This design comes from an exercise in tuning for small area, a short achievable clock period and few clock cycles per item on the open sky130 flow, not from production work.
The RTL was checked by simulation tests, not by an equivalence proof against the original design.
Power figures rest on the tool's default switching activity, not on a simulated workload.

==> flow/design.v <==
`default_nettype none
package mmu_pkg;
    localparam int page_base_width = 3;
    localparam int page_index_width = 8;
    localparam int offset_width = 11;
    localparam int logical_width = 16;
    localparam int physical_width = 19;
    localparam int frame_width = 8;
    localparam int data_width = 8;
    localparam int table_entries = 1 << page_index_width;
    typedef logic [logical_width-1:0] logical_addr_t;
    typedef logic [physical_width-1:0] physical_addr_t;
    typedef logic [frame_width-1:0] frame_t;  
    typedef logic [data_width-1:0] data_t;
    typedef enum logic [1:0] {
        op_read = 2'b00,
        op_write = 2'b01,
        op_load_page = 2'b10
    } opcode_t;
    typedef struct packed {
        logic [page_index_width-1:0] index;
        frame_t frame;
    } page_load_t;
    typedef union packed {
        logical_addr_t address;
        page_load_t load;
    } request_payload_u;
    typedef struct packed {
        opcode_t opcode;
        request_payload_u payload;
        data_t write_data;  
    } request_t;
    typedef struct packed {
        data_t read_data;
        logic write;
        logic bad_page;
    } response_t;
endpackage
`default_nettype wire
`default_nettype none
module page_translator (
    input logic clock,
    input logic reset,
    input logic [15:0] index_high,  
    input logic [15:0] index_low,   
    input logic load,               
    input mmu_pkg::frame_t frame_in,
    output logic [3:0][mmu_pkg::frame_width-1:0] quarters  
);
    localparam int table_entries = mmu_pkg::table_entries;
    logic [table_entries-1:0][mmu_pkg::frame_width-1:0] page_table;
    logic clear;
    logic [table_entries-1:0] select;
    mmu_pkg::frame_t write_frame;
    logic [15:0] write_high;
    logic [15:0] write_low;
    logic [table_entries-1:0] write_enable;
    logic [3:0][mmu_pkg::frame_width-1:0] quarter_select;
    always_comb begin
        for (int i = 0; i < table_entries; i++) begin
            select[i] = index_high[i / 16] && index_low[i % 16];
        end
    end
    always_comb begin
        for (int i = 0; i < 16; i++) begin
            write_high[i] = clear || (load && index_high[i]);
            write_low[i] = clear || index_low[i];
        end
        for (int i = 0; i < table_entries; i++) begin
            write_enable[i] = write_high[i / 16] && write_low[i % 16];
        end
    end
    always_comb begin
        quarter_select = '0;
        for (int i = 0; i < table_entries; i++) begin
            quarter_select[i / 64] = quarter_select[i / 64]
                | (page_table[i] & {mmu_pkg::frame_width{select[i]}});
        end
    end
    assign write_frame = clear ? '0 : frame_in;
    always_ff @(posedge clock or posedge reset) begin
        if (reset) begin
            clear <= 1'b1;
        end else begin
            clear <= 1'b0;
        end
    end
    always_ff @(posedge clock) begin
        for (int i = 0; i < table_entries; i++) begin
            if (write_enable[i]) begin
                page_table[i] <= write_frame;
            end
        end
        quarters <= quarter_select;
    end
endmodule
`default_nettype wire
`default_nettype none
module op_queue #(
    parameter int depth = 4
) (
    input logic clock,
    input logic reset,
    input mmu_pkg::response_t in_data,
    input logic in_valid,
    output mmu_pkg::response_t response,
    output logic response_valid,
    input logic response_ready
);
    localparam int pointer_width = $clog2(depth);
    logic [depth-1:0][mmu_pkg::data_width+1:0] entries;
    logic [pointer_width-1:0] write_ptr;
    logic [pointer_width-1:0] read_ptr;
    logic [pointer_width:0] count;
    logic pop;
    logic advance;       
    logic from_queue;    
    logic push;          
    assign pop = response_valid && response_ready;
    assign advance = !response_valid || pop;
    assign from_queue = (count != '0);
    assign push = in_valid && !(advance && !from_queue);
    always_ff @(posedge clock or posedge reset) begin
        if (reset) begin
            response_valid <= 1'b0;
            count <= '0;
            write_ptr <= '0;
            read_ptr <= '0;
        end else begin
            if (advance) begin
                response_valid <= from_queue || in_valid;
            end
            if (push) begin
                write_ptr <= write_ptr + 1'b1;
            end
            if (advance && from_queue) begin
                read_ptr <= read_ptr + 1'b1;
            end
            count <= count + {{pointer_width{1'b0}}, push}
                - {{pointer_width{1'b0}}, advance && from_queue};
        end
    end
    always_ff @(posedge clock) begin
        if (advance) begin
            response <= from_queue ? entries[read_ptr] : in_data;
        end
        for (int i = 0; i < depth; i++) begin
            if (push && write_ptr == pointer_width'(i)) begin
                entries[i] <= in_data;
            end
        end
    end
endmodule
`default_nettype wire
`default_nettype none
module bus_cycle_unit (
    input logic clock,
    input logic reset,
    input logic issue,           
    input logic issue_write,
    input mmu_pkg::physical_addr_t issue_address,
    input mmu_pkg::data_t issue_data,
    output mmu_pkg::physical_addr_t address_bus,
    output mmu_pkg::data_t data_out,
    input mmu_pkg::data_t data_in,
    output logic write_en,
    output mmu_pkg::response_t result,
    output logic result_valid
);
    logic busy;            
    logic use_latch;       
    logic bad_page;
    always_ff @(posedge clock or posedge reset) begin
        if (reset) begin
            busy <= 1'b0;
            write_en <= 1'b0;
            data_out <= '0;
        end else begin
            busy <= issue;
            write_en <= issue && issue_write;
            if (issue && issue_write) begin
                data_out <= issue_data;
            end
        end
    end
    always_ff @(posedge clock) begin
        address_bus <= issue_address;
        use_latch <= issue_write || (issue_address[18:8] == '0);
        bad_page <= (&issue_address[18:13]) && issue_address[11];
    end
    assign result_valid = busy;
    assign result.read_data = use_latch ? data_out : data_in;
    assign result.write = write_en;
    assign result.bad_page = bad_page;
endmodule
`default_nettype wire
`default_nettype none
module cpu6_mmu #(
    parameter int queue_depth = 4
) (
    input logic clock,
    input logic reset,
    input logic [mmu_pkg::page_base_width-1:0] page_base,
    input mmu_pkg::request_t request,
    input logic request_valid,
    output logic request_ready,
    output mmu_pkg::response_t response,
    output logic response_valid,
    input logic response_ready,
    output mmu_pkg::physical_addr_t address_bus,
    output mmu_pkg::data_t data_out,
    input mmu_pkg::data_t data_in,
    output logic write_en
);
    localparam int room = queue_depth + 1;
    logic issue_valid;
    logic issue_load;
    logic issue_write;
    logic [15:0] issue_high;  
    logic [15:0] issue_low;
    logic [mmu_pkg::offset_width-1:0] issue_offset;  
    mmu_pkg::data_t issue_data;
    logic lookup_valid;
    logic lookup_write;
    logic [mmu_pkg::offset_width-1:0] lookup_offset;
    mmu_pkg::data_t lookup_data;
    logic [3:0][mmu_pkg::frame_width-1:0] lookup_quarters;
    logic accept;
    logic accept_access;
    logic request_load;
    logic [mmu_pkg::page_index_width-1:0] request_index;
    logic [2:0] outstanding;  
    logic [2:0] outstanding_next;
    mmu_pkg::frame_t frame;
    mmu_pkg::response_t result;
    logic result_valid;
    assign accept = request_valid && request_ready;
    assign request_load = (request.opcode == mmu_pkg::op_load_page);
    assign accept_access = accept && !request_load;
    assign request_index = request_load ? request.payload.load.index
        : {page_base, request.payload.address[15:11]};
    assign outstanding_next = outstanding + 3'(accept_access)
        - 3'(response_valid && response_ready);
    always_ff @(posedge clock or posedge reset) begin
        if (reset) begin
            outstanding <= '0;
            request_ready <= 1'b1;
            issue_valid <= 1'b0;
            lookup_valid <= 1'b0;
        end else begin
            outstanding <= outstanding_next;
            request_ready <= (outstanding_next < 3'(room));
            issue_valid <= accept;
            lookup_valid <= issue_valid && !issue_load;
        end
    end
    always_ff @(posedge clock) begin
        issue_load <= request_load;
        issue_write <= (request.opcode == mmu_pkg::op_write);
        for (int i = 0; i < 16; i++) begin
            issue_high[i] <= (request_index[7:4] == 4'(i));
            issue_low[i] <= (request_index[3:0] == 4'(i));
        end
        issue_offset <= request.payload.address[10:0];
        issue_data <= request.write_data;
        lookup_write <= issue_write;
        lookup_offset <= issue_offset;
        lookup_data <= issue_data;
    end
    page_translator u_translator (
        .clock(clock),
        .reset(reset),
        .index_high(issue_high),
        .index_low(issue_low),
        .load(issue_valid && issue_load),
        .frame_in(issue_offset[7:0]),
        .quarters(lookup_quarters)
    );
    assign frame = lookup_quarters[0] | lookup_quarters[1] | lookup_quarters[2]
        | lookup_quarters[3];
    bus_cycle_unit u_bus (
        .clock(clock),
        .reset(reset),
        .issue(lookup_valid),
        .issue_write(lookup_write),
        .issue_address({frame, lookup_offset}),
        .issue_data(lookup_data),
        .address_bus(address_bus),
        .data_out(data_out),
        .data_in(data_in),
        .write_en(write_en),
        .result(result),
        .result_valid(result_valid)
    );
    op_queue #(
        .depth(queue_depth)
    ) u_queue (
        .clock(clock),
        .reset(reset),
        .in_data(result),
        .in_valid(result_valid),
        .response(response),
        .response_valid(response_valid),
        .response_ready(response_ready)
    );
endmodule
`default_nettype wire
==> flow/config.mk <==
export PLATFORM = sky130hd
export DESIGN_NAME = cpu6_mmu
export DESIGN_NICKNAME = cpu6_mmu
export VERILOG_FILES = /design/flow/design.v
export SDC_FILE = /design/flow/constraint.sdc
export NUM_CORES = 4
export LEC_CHECK = 0
export CAP_MARGIN = 20
export CORE_MARGIN = 2
export CORE_UTILIZATION = 55
export SETUP_SLACK_MARGIN = 4.8
export SLEW_MARGIN = 20
==> flow/constraint.sdc <==
create_clock -name core_clock -period 8.0 [get_ports {clock}]
set_input_delay 1.6000 -clock core_clock [delete_from_list [all_inputs] [get_ports {clock}]]
set_output_delay 1.6000 -clock core_clock [all_outputs]
set_load 0.01 [all_outputs]
standard.sh (not shown) runs the stock make flow with config.mk's settings and CLKGATE_MAP_FILE= SYNTH_SCRIPT=/design/flow/synth_recipe.tcl, a recipe that flattens the netlist after the stock synthesis.
==> flow/flow/run.sh <==
#!/bin/bash
# Standard layout, with the port buffers made from plain buffers (buffer_ports
# otherwise picks a delay buffer, which slows every input and output path).
set -euo pipefail
export BUFFER_PORTS_ARGS="-buffer_cell sky130_fd_sc_hd__buf_2"
bash standard.sh finish > make_flow.log 2>&1
Testbench counts at the start, summed over its fixed seeds: cycles 20,031, responses 18,164.
Change:
Settings changed: CTS_CLUSTER_DIAMETER from default to 100, CTS_CLUSTER_SIZE from default to 20.
After rerunning:
- The changed run finished with timing, DRC and antenna clean
- first-iteration DRC count drops by about 4%
- utilization fell by 2.2 points
- worst setup slack gets worse by 0.037 ns
- design area shrinks by about 3.6%
- clock power drops by about 30%
- synthesized area stays the same
- sequential cell count does not change
- wire length decreases by about 1%

static timing again, ports no longer ideal:
The results above use ideal ports. As a check the final layouts listed here were re-extracted and re-timed, cells and wires unchanged.
Step 1 (the two cells are an assumption about what drives the block):
set clk [get_ports {clock}]
set_driving_cell -lib_cell sky130_fd_sc_hd__clkbuf_16 $clk
set_driving_cell -lib_cell sky130_fd_sc_hd__buf_2 [delete_from_list [all_inputs] $clk]
Step 2 times the ports against the registers' clock, not the clock port: input delays grow and output delays shrink by t, the midpoint of the rising clock arrivals with the driver on.
a / b / c = ideal ports / drivers / drivers and shift; a / b = the first two.
run | shift t [ns] | slack for setup (ns) | hold WS [ns] | worst setup path at the end | clock arrival spread, ns
the first run | 0.891 | 4.898 / 4.866 / 4.208 | 0.324 / 0.324 / 0.324 | input to register | 0.032 / 0.032
the second run | 0.845 | 4.862 / 4.862 / 4.221 | 0.331 / 0.331 / 0.331 | input to register | 0.033 / 0.033
After both steps setup and hold are still met in every run listed. For the first run, which loses most, drivers alone change the setup slack by -0.032 ns; drivers and shift together by -0.690 ns.
